Source: an optimization exercise on an open RTL-to-GDS flow (aim: small area, a short achievable clock period and few clock cycles per item). Production flows keep margins and buffers that such runs may drop.
The RTL was checked by simulation tests, not by an equivalence proof against the original design.
The clock port is modelled as an ideal driver; clocking choices that lean on that would not hold on a real chip.
Power is estimated from default activity; no workload was simulated.

## job 3236
## keyed_array_list
module keyed_array_list #(
	parameter int MAX_ENTRIES = 16
) (
	input  logic                  clk,
	input  logic                  arst_n,
	input  logic                  cfg_we,
	input  logic [kal_pkg::CAP_W-1:0]      cfg_data,
	input  logic                  in_valid,
	output logic                  in_stall,
	input  logic [1:0]            kind,
	input  logic [kal_pkg::KEY_W-1:0]      key,
	input  logic [kal_pkg::PAYLOAD_W-1:0]  payload,
	input  logic [kal_pkg::POS_W-1:0]      position,
	output logic                  out_valid,
	input  logic                  out_stall,
	output logic [2:0]            status,
	output logic [kal_pkg::FOUND_W-1:0]    found_position,
	output logic [kal_pkg::COUNT_W-1:0]    entry_count_out,
	output logic                  is_empty,
	output logic                  is_full,
	output logic [kal_pkg::PAYLOAD_W-1:0] found_payload
);
	logic [4:0] ecap_q;
	logic [4:0] cfg_ecap;
	always_comb begin
		if (cfg_data == 5'd0) begin
			cfg_ecap = 5'd1;
		end else if (cfg_data > 5'd16) begin
			cfg_ecap = 5'd16;
		end else begin
			cfg_ecap = cfg_data;
		end
	end
	always_ff @(posedge clk or negedge arst_n) begin
		if (!arst_n) begin
			ecap_q <= kal_pkg::CAP_RESET;
		end else if (cfg_we) begin
			ecap_q <= cfg_ecap;
		end
	end
	logic run_q;
	logic in_stall_q;
	assign in_stall = in_stall_q;
	logic [3:0]  ord_q [0:15];
	logic [3:0]  ord [0:15];        
	logic [4:0]  n_q;
	logic [15:0] vmask;             
	logic [3:0]  fs_q;              
	logic [3:0]  fs;
	logic        full_q;            
	logic [15:0] m_sh;              
	logic        l_ins, l_rem;      
	logic        l_fsfix;           
	logic [15:0]      mem_we;
  ...
export LEC_CHECK = 0
export ABC_CLOCK_PERIOD_IN_PS = 2000
export CAP_MARGIN = 20
export CORE_MARGIN = 6
export CORE_UTILIZATION = 50
export CTS_CLUSTER_SIZE = 20
export PLACE_DENSITY = 0.65
export SETUP_SLACK_MARGIN = 3.0
export SLEW_MARGIN = 20
export TNS_END_PERCENT = 20
create_clock -name core_clock -period 6.0 [get_ports {clk}]
run.sh (not shown) runs the stock make flow with config.mk's settings and CLKGATE_MAP_FILE= SYNTH_SCRIPT=/design/flow/synth_recipe.tcl, a recipe that flattens the netlist after the stock synthesis.
Testbench counts of job 3236, summed over its fixed seeds: cycles 2,592, items 2,560.
What job 416 does differently from job 3236 at the input level:
# job 3236
export LEC_CHECK = 0
export ABC_CLOCK_PERIOD_IN_PS = 2000
export CAP_MARGIN = 20
export CORE_MARGIN = 6
export CORE_UTILIZATION = 50
export CTS_CLUSTER_SIZE = 20
export PLACE_DENSITY = 0.65
export SETUP_SLACK_MARGIN = 3.0
export SLEW_MARGIN = 20
export TNS_END_PERCENT = 20
create_clock -name core_clock -period 6.0 [get_ports {clk}]
# job 416
export LEC_CHECK = 0
export ABC_CLOCK_PERIOD_IN_PS = 2800
export CAP_MARGIN = 20
export CORE_MARGIN = 6
export CORE_UTILIZATION = 50
export CTS_CLUSTER_DIAMETER = 45
export CTS_CLUSTER_SIZE = 26
export PLACE_DENSITY = 0.65
export SETUP_SLACK_MARGIN = 3.0
export SLEW_MARGIN = 20
export TNS_END_PERCENT = 20
create_clock -name core_clock -period 6.0 [get_ports {clk}]
Notes after the runs:
Taking job 3236 as the reference, in job 416 number of logic stages on the critical path including buffering moved down; net switching power has increased; final-layout clock-cell area share +0.78 points.
Delta(maximum net fanout on the critical path, job 416 - job 3236) < 0
### job 416 -> job 4438
# job 416
export LEC_CHECK = 0
export ABC_CLOCK_PERIOD_IN_PS = 2800
export CAP_MARGIN = 20
export CORE_MARGIN = 6
export CORE_UTILIZATION = 50
export CTS_CLUSTER_DIAMETER = 45
export CTS_CLUSTER_SIZE = 26
export PLACE_DENSITY = 0.65
export SETUP_SLACK_MARGIN = 3.0
export SLEW_MARGIN = 20
export TNS_END_PERCENT = 20
create_clock -name core_clock -period 6.0 [get_ports {clk}]
# job 4438
export LEC_CHECK = 0
export ABC_CLOCK_PERIOD_IN_PS = 2800
export CAP_MARGIN = 20
export CORE_MARGIN = 6
export CORE_UTILIZATION = 50
export CTS_CLUSTER_SIZE = 20
export PLACE_DENSITY = 0.65
export SETUP_SLACK_MARGIN = 3.0
export SLEW_MARGIN = 20
export TNS_END_PERCENT = 20
create_clock -name core_clock -period 6.0 [get_ports {clk}]
- Relative to job 416, number of antenna repair diodes increased by 2 in job 4438.
- Between job 4438 and job 416, the difference in combined area of the multi-input logic cells is negligible.
- Job 4438 and job 416 ended up with roughly the same relative slew slack.
- Looking at post-route clock skew, job 4438 sits 0.014 ns higher than job 416 does.
- Diff job 416 -> job 4438: global-route track usage on met3 did not really move; actual transition at the worst max-transition pin did not really move; sum of met3 wire segment lengths after detailed routing went down.
- Cmp job 4438 and job 416 / clock-buffer cell count / lower: job 416
- Going from job 416 to job 4438, total design power fell 0.0011 W; worst setup margin went up; routed wire length saw a decrease.

========
Another version of the RTL of keyed_array_list (not shown whole).
Size: roughly 1,300 flip-flops, ~130 I/O pins, about 58,000 sq um of cells after synthesis.
clock: 6.0 ns
lec_check: 0
abc_area: 1
abc_clock_period_in_ps: 2800
cap_margin: 20
core_margin: 6
core_utilization: 55
place_density: 0.68
setup_slack_margin: 3.0
slew_margin: 20
tns_end_percent: 20
standard.sh (not shown) runs the stock make flow with config.mk's settings and CLKGATE_MAP_FILE= SYNTH_SCRIPT=/design/flow/synth_recipe.tcl, a recipe that flattens the netlist after the stock synthesis.
==> flow/flow/run.sh <==
#!/bin/bash
# Own layout flow: the standard flow (standard.sh, unchanged synthesis and
# steps) with two placement/CTS choices the flow settings cannot make:
#  - port buffers are plain buf_2 cells (resizable later) instead of the
#    delay cells buffer_ports picks by default;
#  - clock tree sinks are clustered without dummy loads.
# Each tool's output is in the ORFS logs under orfs/logs; the make run's own
# output goes to flow_make.log here.
set -uo pipefail
export BUFFER_PORTS_ARGS="-buffer_cell sky130_fd_sc_hd__buf_2"
export CTS_ARGS="-sink_clustering_enable -repair_clock_nets -sink_clustering_size 28 -sink_clustering_max_diameter 80 -dont_use_dummy_load"
bash standard.sh > flow_make.log 2>&1
rc=$?
# keep a copy of every ORFS step log beside the make log
mkdir -p logs_orfs
cp -r orfs/logs/*/keyed_array_list/base/. logs_orfs/ 2>/dev/null || true
exit $rc
Testbench counts at the start, summed over its fixed seeds: cycles 2,584, items 2,560.
Edit:
Settings changed: ABC_AREA 1 to not set.
First-iteration DRC count is higher by about 1.2%.
Cell area decreases by 1.3%.
Combinational power drops by 10%.
Clock power climbs by about 1%.
Setup slack gets better by 0.023 ns.
Power fell by about 2.4%.
Maximum frequency came out higher by 0.72%.
Worst hold slack loses 0.0053 ns.
Register-to-register slack gains 0.06 ns.
Clock-buffer cell count climbs by 1.
Edit:
--- a/flow/flow/run.sh
+++ b/flow/flow/run.sh
@@ -9,5 +9,5 @@
 set -uo pipefail
 export BUFFER_PORTS_ARGS="-buffer_cell sky130_fd_sc_hd__buf_2"
-export CTS_ARGS="-sink_clustering_enable -repair_clock_nets -sink_clustering_size 28 -sink_clustering_max_diameter 80 -dont_use_dummy_load"
+export CTS_ARGS="-sink_clustering_enable -repair_clock_nets -sink_clustering_size 24 -sink_clustering_max_diameter 80 -dont_use_dummy_load"
 bash standard.sh > flow_make.log 2>&1
 rc=$?
Settings changed: CORE_UTILIZATION 55 to 50, CTS_CLUSTER_SIZE set to 20, PLACE_DENSITY 0.68 to 0.65.
Wire length goes up by 4.5%.
Sequential share of layout area goes down by 1.6 points.
Via count goes up by 2.0%.
Die area goes up by 9.6%.
Edit:
--- a/flow/flow/run.sh
+++ b/flow/flow/run.sh
@@ -9,5 +9,5 @@
 set -uo pipefail
 export BUFFER_PORTS_ARGS="-buffer_cell sky130_fd_sc_hd__buf_2"
-export CTS_ARGS="-sink_clustering_enable -repair_clock_nets -sink_clustering_size 24 -sink_clustering_max_diameter 80 -dont_use_dummy_load"
+export CTS_ARGS="-sink_clustering_enable -repair_clock_nets -sink_clustering_size 30 -sink_clustering_max_diameter 80 -dont_use_dummy_load"
 bash standard.sh > flow_make.log 2>&1
 rc=$?
Settings changed: CORE_UTILIZATION 50 to 58, CTS_CLUSTER_SIZE 20 to not set, PLACE_DENSITY 0.65 to 0.7.
The new run completed without violations.
Cell area came out lower by a few percent.
Routed wire length fell by a few percent.
Combinational power decreases by a few percent.
Via count went down slightly.
Setup slack degrades by 0.039 ns.
Die area drops by roughly a tenth.
Synthesized cell count does not change.
Sequential power stays flat.
Count of clock-buffer cells in the layout falls by 13.
Cell count shrinks by a few percent.

========
## v35
The RTL this note starts from:
==> flow/design.v <==
package kal_pkg;
	localparam int KEY_W     = 32;
	localparam int PAYLOAD_W = 32;
	localparam int CAP_W     = 5;
	localparam int POS_W     = 5;
	localparam int FOUND_W   = 4;
	localparam int COUNT_W   = 5;
	localparam logic [4:0] CAP_RESET = 5'd10;
endpackage
module kal_store (
	input  logic              clk,
	input  logic [15:0]       we,
	input  logic [31:0]       wkey,
	input  logic [31:0]       wpay,
	output logic [16*32-1:0]  keys,
	output logic [16*32-1:0]  pays
);
	logic [31:0] mk [0:15];
	logic [31:0] mp [0:15];
	always_ff @(posedge clk) begin
		for (int s = 0; s < 16; s++) begin
			if (we[s]) begin
				mk[s] <= wkey;
				mp[s] <= wpay;
			end
		end
	end
	always_comb begin
		for (int s = 0; s < 16; s++) begin
			keys[s*32 +: 32] = mk[s];
			pays[s*32 +: 32] = mp[s];
		end
	end
endmodule
module keyed_array_list #(
	parameter int MAX_ENTRIES = 16
) (
	input  logic                  clk,
	input  logic                  arst_n,
	input  logic                  cfg_we,
	input  logic [kal_pkg::CAP_W-1:0]      cfg_data,
	input  logic                  in_valid,
	output logic                  in_stall,
	input  logic [1:0]            kind,
	input  logic [kal_pkg::KEY_W-1:0]      key,
	input  logic [kal_pkg::PAYLOAD_W-1:0]  payload,
	input  logic [kal_pkg::POS_W-1:0]      position,
	output logic                  out_valid,
	input  logic                  out_stall,
	output logic [2:0]            status,
	output logic [kal_pkg::FOUND_W-1:0]    found_position,
	output logic [kal_pkg::COUNT_W-1:0]    entry_count_out,
	output logic                  is_empty,
	output logic                  is_full,
	output logic [kal_pkg::PAYLOAD_W-1:0] found_payload
);
	logic [4:0] ecap_q;
	logic [4:0] cfg_ecap;
	always_comb begin
		if (cfg_data == 5'd0) begin
			cfg_ecap = 5'd1;
		end else if (cfg_data > 5'd16) begin
			cfg_ecap = 5'd16;
		end else begin
			cfg_ecap = cfg_data;
		end
	end
	always_ff @(posedge clk or negedge arst_n) begin
		if (!arst_n) begin
			ecap_q <= kal_pkg::CAP_RESET;
		end else if (cfg_we) begin
			ecap_q <= cfg_ecap;
		end
	end
	logic run_q;
	logic o_v_w;
	assign run_q    = !(o_v_w && out_stall);
	assign in_stall = !run_q;
	logic [3:0]  ord_q [0:15];
	logic [3:0]  ord [0:15];        
	logic [4:0]  n_q;
	logic [15:0] vmask;             
	logic [3:0]  fs_q;              
	logic [3:0]  fs;
	logic        full_q;            
	logic [15:0] m_up, m_dn, m_new;  
	logic        l_ins, l_rem;      
	logic        l_fsfix;           
	logic [15:0]      mem_we;
	logic [16*32-1:0] keys, pays;
	logic        b_v, c_v;
	logic [1:0]  b_kind;
	logic [31:0] b_key, b_pay;
	logic [4:0]  b_pos;
	logic [15:0] b_pmo;
	logic        b_eq;
	logic        b_bp_m1, b_bp_0, b_bp_p1;
	logic [2:0]  c_st;
	logic [3:0]  c_fpos, c_fslot;
	logic [4:0]  c_cnt;
	logic        c_em, c_fu, c_found;
	kal_store u_store (
		.clk (clk),
		.we  (mem_we),
		.wkey(b_key),
		.wpay(b_pay),
		.keys(keys),
		.pays(pays)
	);
	always_comb begin
		for (int p = 0; p < 15; p++) begin
			ord[p] = ord_q[p];
		end
		ord[15] = l_rem ? c_fslot : ord_q[15];
		fs      = l_fsfix ? c_fslot : fs_q;
	end
	logic [15:0] raw;
	logic [15:0] pmo;
	always_comb begin
		for (int s = 0; s < 16; s++) begin
			raw[s] = (keys[s*32 +: 32] == key);
		end
		for (int p = 0; p < 16; p++) begin
			pmo[p] = raw[ord[p]];
		end
	end
	always_ff @(posedge clk or negedge arst_n) begin
		if (!arst_n) begin
			b_v <= 1'b0;
		end else if (run_q) begin
			b_v <= in_valid;
		end
	end
	always_ff @(posedge clk) begin
		if (run_q) begin
			b_kind  <= kind;
			b_key   <= key;
			b_pay   <= payload;
			b_pos   <= position;
			b_pmo   <= pmo;
			b_eq    <= (key == b_key);
			b_bp_m1 <= ({1'b0, position} > {1'b0, n_q} - 6'd1);
			b_bp_0  <= (position > n_q);
			b_bp_p1 <= ({1'b0, position} > {1'b0, n_q} + 6'd1);
		end
	end
	logic [15:0] pm, lower, ge, first_oh, le_n, qdec, gtq;
	logic        found, is_sr, is_ins, is_rem, badpos, ins_ok, rem_ok, exec;
	logic [4:0]  q;
	logic [3:0]  fpos, fslot;
	logic [2:0]  st;
	logic [4:0]  n_p1, n_m1, n_nx;
	logic        fu_p1, fu_m1, full_nx, em_nx;
	logic [15:0] vmask_nx;
	logic [3:0]  fs_nx;
	logic [3:0]  ord_nx [0:15];
	logic [3:0]  ord_n1;
	always_comb begin
		for (int p = 0; p < 16; p++) begin
			if (m_up[p]) begin
				pm[p] = (p > 0) ? b_pmo[(p > 0) ? p - 1 : 0] : 1'b0;
			end else if (m_dn[p]) begin
				pm[p] = (p < 15) ? b_pmo[(p < 15) ? p + 1 : 15] : 1'b0;
			end else if (m_new[p]) begin
				pm[p] = b_eq;
			end else begin
				pm[p] = b_pmo[p];
			end
			pm[p] = pm[p] & vmask[p];
		end
		lower[0] = 1'b0;
		for (int p = 1; p < 16; p++) begin
			lower[p] = lower[p-1] | pm[p-1];
		end
		ge       = lower | pm;
		first_oh = pm & ~lower;
		found    = |pm;
		fpos  = '0;
		fslot = '0;
		for (int p = 0; p < 16; p++) begin
			fpos  = fpos  | ({4{first_oh[p]}} & 4'(p));
			fslot = fslot | ({4{first_oh[p]}} & ord[p]);
		end
		exec   = run_q & b_v;
		is_sr  = b_kind[0] ^ b_kind[1];
		is_ins = !is_sr;
		is_rem = (b_kind == 2'd2);
		q      = b_kind[0] ? b_pos : n_q;
		badpos = b_kind[0] & (l_ins ? b_bp_p1 : l_rem ? b_bp_m1 : b_bp_0);
		ins_ok = exec & is_ins & !full_q & !badpos;
		rem_ok = exec & is_rem & found;
		if (is_ins) begin
			st = full_q ? 3'd1 : badpos ? 3'd2 : 3'd0;
		end else begin
			st = found ? 3'd0 : (n_q == 5'd0) ? 3'd4 : 3'd3;
		end
		for (int p = 0; p < 16; p++) begin
			qdec[p] = (q == 5'(p));
			gtq[p]  = (5'(p) > q);
			le_n[p] = (p == 0) ? 1'b1 : vmask[(p > 0) ? p - 1 : 0];
		end
		n_p1   = n_q + 5'd1;
		n_m1   = n_q - 5'd1;
		fu_p1  = (n_p1 >= ecap_q);
		fu_m1  = (n_m1 >= ecap_q) && (n_q != 5'd0);
		ord_n1 = ord[n_p1[3:0]];
		if (ins_ok) begin
			n_nx     = n_p1;
			full_nx  = fu_p1;
			em_nx    = 1'b0;
			vmask_nx = le_n;
			fs_nx    = ord_n1;
		end else if (rem_ok) begin
			n_nx     = n_m1;
			full_nx  = fu_m1;
			em_nx    = (n_q == 5'd1);
			vmask_nx = {1'b0, vmask[15:1]};
			fs_nx    = fs;
		end else begin
			n_nx     = n_q;
			full_nx  = full_q;
			em_nx    = (n_q == 5'd0);
			vmask_nx = vmask;
			fs_nx    = fs;
		end
		for (int p = 0; p < 16; p++) begin
			if (ins_ok && qdec[p]) begin
				ord_nx[p] = fs;
			end else if (ins_ok && gtq[p] && le_n[p]) begin
				ord_nx[p] = ord[(p > 0) ? p - 1 : 0];
			end else if (exec && is_rem && ge[p] && p < 15) begin
				ord_nx[p] = ord[(p < 15) ? p + 1 : 15];
			end else begin
				ord_nx[p] = ord[p];
			end
		end
		for (int s = 0; s < 16; s++) begin
			mem_we[s] = ins_ok & (fs == 4'(s));
		end
	end
	always_ff @(posedge clk or negedge arst_n) begin
		if (!arst_n) begin
			n_q   <= '0;
			vmask <= '0;
			fs_q  <= '0;
			full_q <= 1'b0;
			l_ins  <= 1'b0;
			l_rem  <= 1'b0;
			l_fsfix <= 1'b0;
			for (int p = 0; p < 16; p++) begin
				ord_q[p] <= 4'(p);
			end
		end else begin
			if (cfg_we) begin
				full_q <= (n_q >= cfg_ecap);
			end else if (run_q) begin
				full_q <= full_nx;
			end
			if (run_q) begin
				n_q     <= n_nx;
				vmask   <= vmask_nx;
				fs_q    <= fs_nx;
				l_ins   <= ins_ok;
				l_rem   <= rem_ok;
				l_fsfix <= rem_ok & n_q[4];
				for (int p = 0; p < 16; p++) begin
					ord_q[p] <= ord_nx[p];
				end
			end
		end
	end
	always_ff @(posedge clk) begin
		if (run_q) begin
			m_up   <= ins_ok ? (gtq & le_n) : '0;
			m_dn   <= rem_ok ? ge : '0;
			m_new  <= ins_ok ? qdec : '0;
		end
	end
	always_ff @(posedge clk or negedge arst_n) begin
		if (!arst_n) begin
			c_v <= 1'b0;
		end else if (run_q) begin
			c_v <= b_v;
		end
	end
	always_ff @(posedge clk) begin
		if (run_q) begin
			c_st    <= st;
			c_fpos  <= (is_sr & found) ? fpos : 4'd0;
			c_fslot <= fslot;
			c_found <= is_sr & found;
			c_cnt   <= n_nx;
			c_em    <= em_nx;
			c_fu    <= full_nx;
		end
	end
	logic [31:0] pay_d;
	logic [45:0] res_d;
	logic        o_v;
	logic [45:0] o_q;
	always_comb begin
		pay_d = '0;
		for (int s = 0; s < 16; s++) begin
			pay_d = pay_d | ({32{c_found && c_fslot == 4'(s)}} & pays[s*32 +: 32]);
		end
		res_d = {c_st, c_fpos, c_cnt, c_em, c_fu, pay_d};
	end
	always_ff @(posedge clk or negedge arst_n) begin
		if (!arst_n) begin
			o_v <= 1'b0;
		end else if (run_q) begin
			o_v <= c_v;
		end
	end
	always_ff @(posedge clk) begin
		if (run_q) begin
			o_q <= res_d;
		end
	end
	assign o_v_w           = o_v;
	assign out_valid       = o_v;
	assign status          = o_q[45:43];
	assign found_position  = o_q[42:39];
	assign entry_count_out = o_q[38:34];
	assign is_empty        = o_q[33];
	assign is_full         = o_q[32];
	assign found_payload   = o_q[31:0];
endmodule
==> flow/config.mk <==
export PLATFORM = sky130hd
export DESIGN_NAME = keyed_array_list
export DESIGN_NICKNAME = keyed_array_list
export VERILOG_FILES = /design/flow/design.v
export SDC_FILE = /design/flow/constraint.sdc
export NUM_CORES = 4
export LEC_CHECK = 0
export ABC_CLOCK_PERIOD_IN_PS = 2800
export CAP_MARGIN = 20
export CORE_MARGIN = 6
export CORE_UTILIZATION = 50
export CTS_CLUSTER_SIZE = 20
export PLACE_DENSITY = 0.65
export SETUP_SLACK_MARGIN = 3.0
export SLEW_MARGIN = 20
export TNS_END_PERCENT = 20
==> flow/constraint.sdc <==
create_clock -name core_clock -period 6.0 [get_ports {clk}]
set_input_delay 1.2000 -clock core_clock [delete_from_list [all_inputs] [get_ports {clk}]]
set_output_delay 1.2000 -clock core_clock [all_outputs]
set_load 0.01 [all_outputs]
==> flow/flow/run.sh <==
#!/bin/bash
# Own layout flow: the standard flow (standard.sh, unchanged synthesis and
# steps) with two placement/CTS choices the flow settings cannot make:
#  - port buffers are plain buf_2 cells (resizable later) instead of the
#    delay cells buffer_ports picks by default;
#  - clock tree sinks are clustered without dummy loads;
#  - after CTS, one more setup repair pass that may change drive strengths
#    (flow/extra_repair.tcl).
# Each tool's output is in the ORFS logs under orfs/logs; the make run's own
# output goes to flow_make.log here.
set -uo pipefail
export BUFFER_PORTS_ARGS="-buffer_cell sky130_fd_sc_hd__buf_2"
export POST_CTS_TCL="$(pwd)/flow/extra_repair.tcl"
export EXTRA_SETUP_MARGIN=3.4
export CTS_ARGS="-sink_clustering_enable -repair_clock_nets -sink_clustering_size 24 -sink_clustering_max_diameter 80 -dont_use_dummy_load"
bash standard.sh > flow_make.log 2>&1
rc=$?
# keep a copy of every ORFS step log beside the make log
mkdir -p logs_orfs
cp -r orfs/logs/*/keyed_array_list/base/. logs_orfs/ 2>/dev/null || true
exit $rc
==> flow/flow/extra_repair.tcl <==
# Sourced by ORFS after clock tree synthesis (POST_CTS_TCL): one more setup
# repair pass, with placement parasitics and the propagated clock, allowing
# any drive strength (the CTS pass keeps each cell's footprint), then
# re-legalize the placement.
puts "extra setup repair after CTS"
estimate_parasitics -placement
repair_timing -setup -setup_margin $::env(EXTRA_SETUP_MARGIN) -repair_tns 100 -verbose
detailed_placement
check_placement -verbose
report_worst_slack -max
Testbench counts of v35, summed over its fixed seeds: cycles 2,584, items 2,560.
Modified inputs, v15 compared to v35
--- a/flow/flow/run.sh
+++ b/flow/flow/run.sh
@@ -5,5 +5,3 @@
 #    delay cells buffer_ports picks by default;
-#  - clock tree sinks are clustered without dummy loads;
-#  - after CTS, one more setup repair pass that may change drive strengths
-#    (flow/extra_repair.tcl).
+#  - clock tree sinks are clustered without dummy loads.
 # Each tool's output is in the ORFS logs under orfs/logs; the make run's own
@@ -12,4 +10,2 @@
 export BUFFER_PORTS_ARGS="-buffer_cell sky130_fd_sc_hd__buf_2"
-export POST_CTS_TCL="$(pwd)/flow/extra_repair.tcl"
-export EXTRA_SETUP_MARGIN=3.4
 export CTS_ARGS="-sink_clustering_enable -repair_clock_nets -sink_clustering_size 24 -sink_clustering_max_diameter 80 -dont_use_dummy_load"
removed: flow/flow/extra_repair.tcl
- Status: pin count of the biggest net entering global routing parity (v15, v35)
- As far as routed length per placed instance is concerned, v15 and v35 perform about the same.
- Compared to v35, v15 has non-clock inverter instance count of the final layout about 3% lower.
- For the layout-stage area growth over the synthesis result, v15 came in 3.6 points lower than v35 did.
- Cell area | v15 vs v35 | v15 smaller

[what the ideal ports hide]
Ports are ideal in the flow. The routed layouts listed here were re-timed in OpenROAD. Step 1, drivers: a clkbuf_16 drives clk and a buf_2 each remaining input, both assumed. Step 2 also shifts input and output timing later by t, the mid clock arrival at the registers, as if the neighbouring blocks saw the same clock. Slacks: ideal ports / drivers / drivers and shift; pairs: ideal ports / drivers.
run	t (ns)	setup slack, ns	latest minus earliest clock arrival (ns)
job 3236	0.843	2.762 / 2.760 / 1.917	0.054 / 0.054
job 416	0.861	2.731 / 2.731 / 2.221	0.036 / 0.036
job 4438	0.843	2.762 / 2.760 / 1.917	0.054 / 0.054
the first run of note 2	0.748	2.832 / 2.832 / 2.206	0.107 / 0.107
the second run of note 2	0.763	2.855 / 2.830 / 2.067	0.096 / 0.096
the third run of note 2	0.714	2.863 / 2.843 / 2.205	0.092 / 0.093
the fourth run of note 2	0.750	2.824 / 2.824 / 2.252	0.084 / 0.083
v35	0.744	2.978 / 2.941 / 2.197	0.077 / 0.078
v15	0.748	2.881 / 2.881 / 2.161	0.078 / 0.077
After both steps every run listed still meets setup and hold.
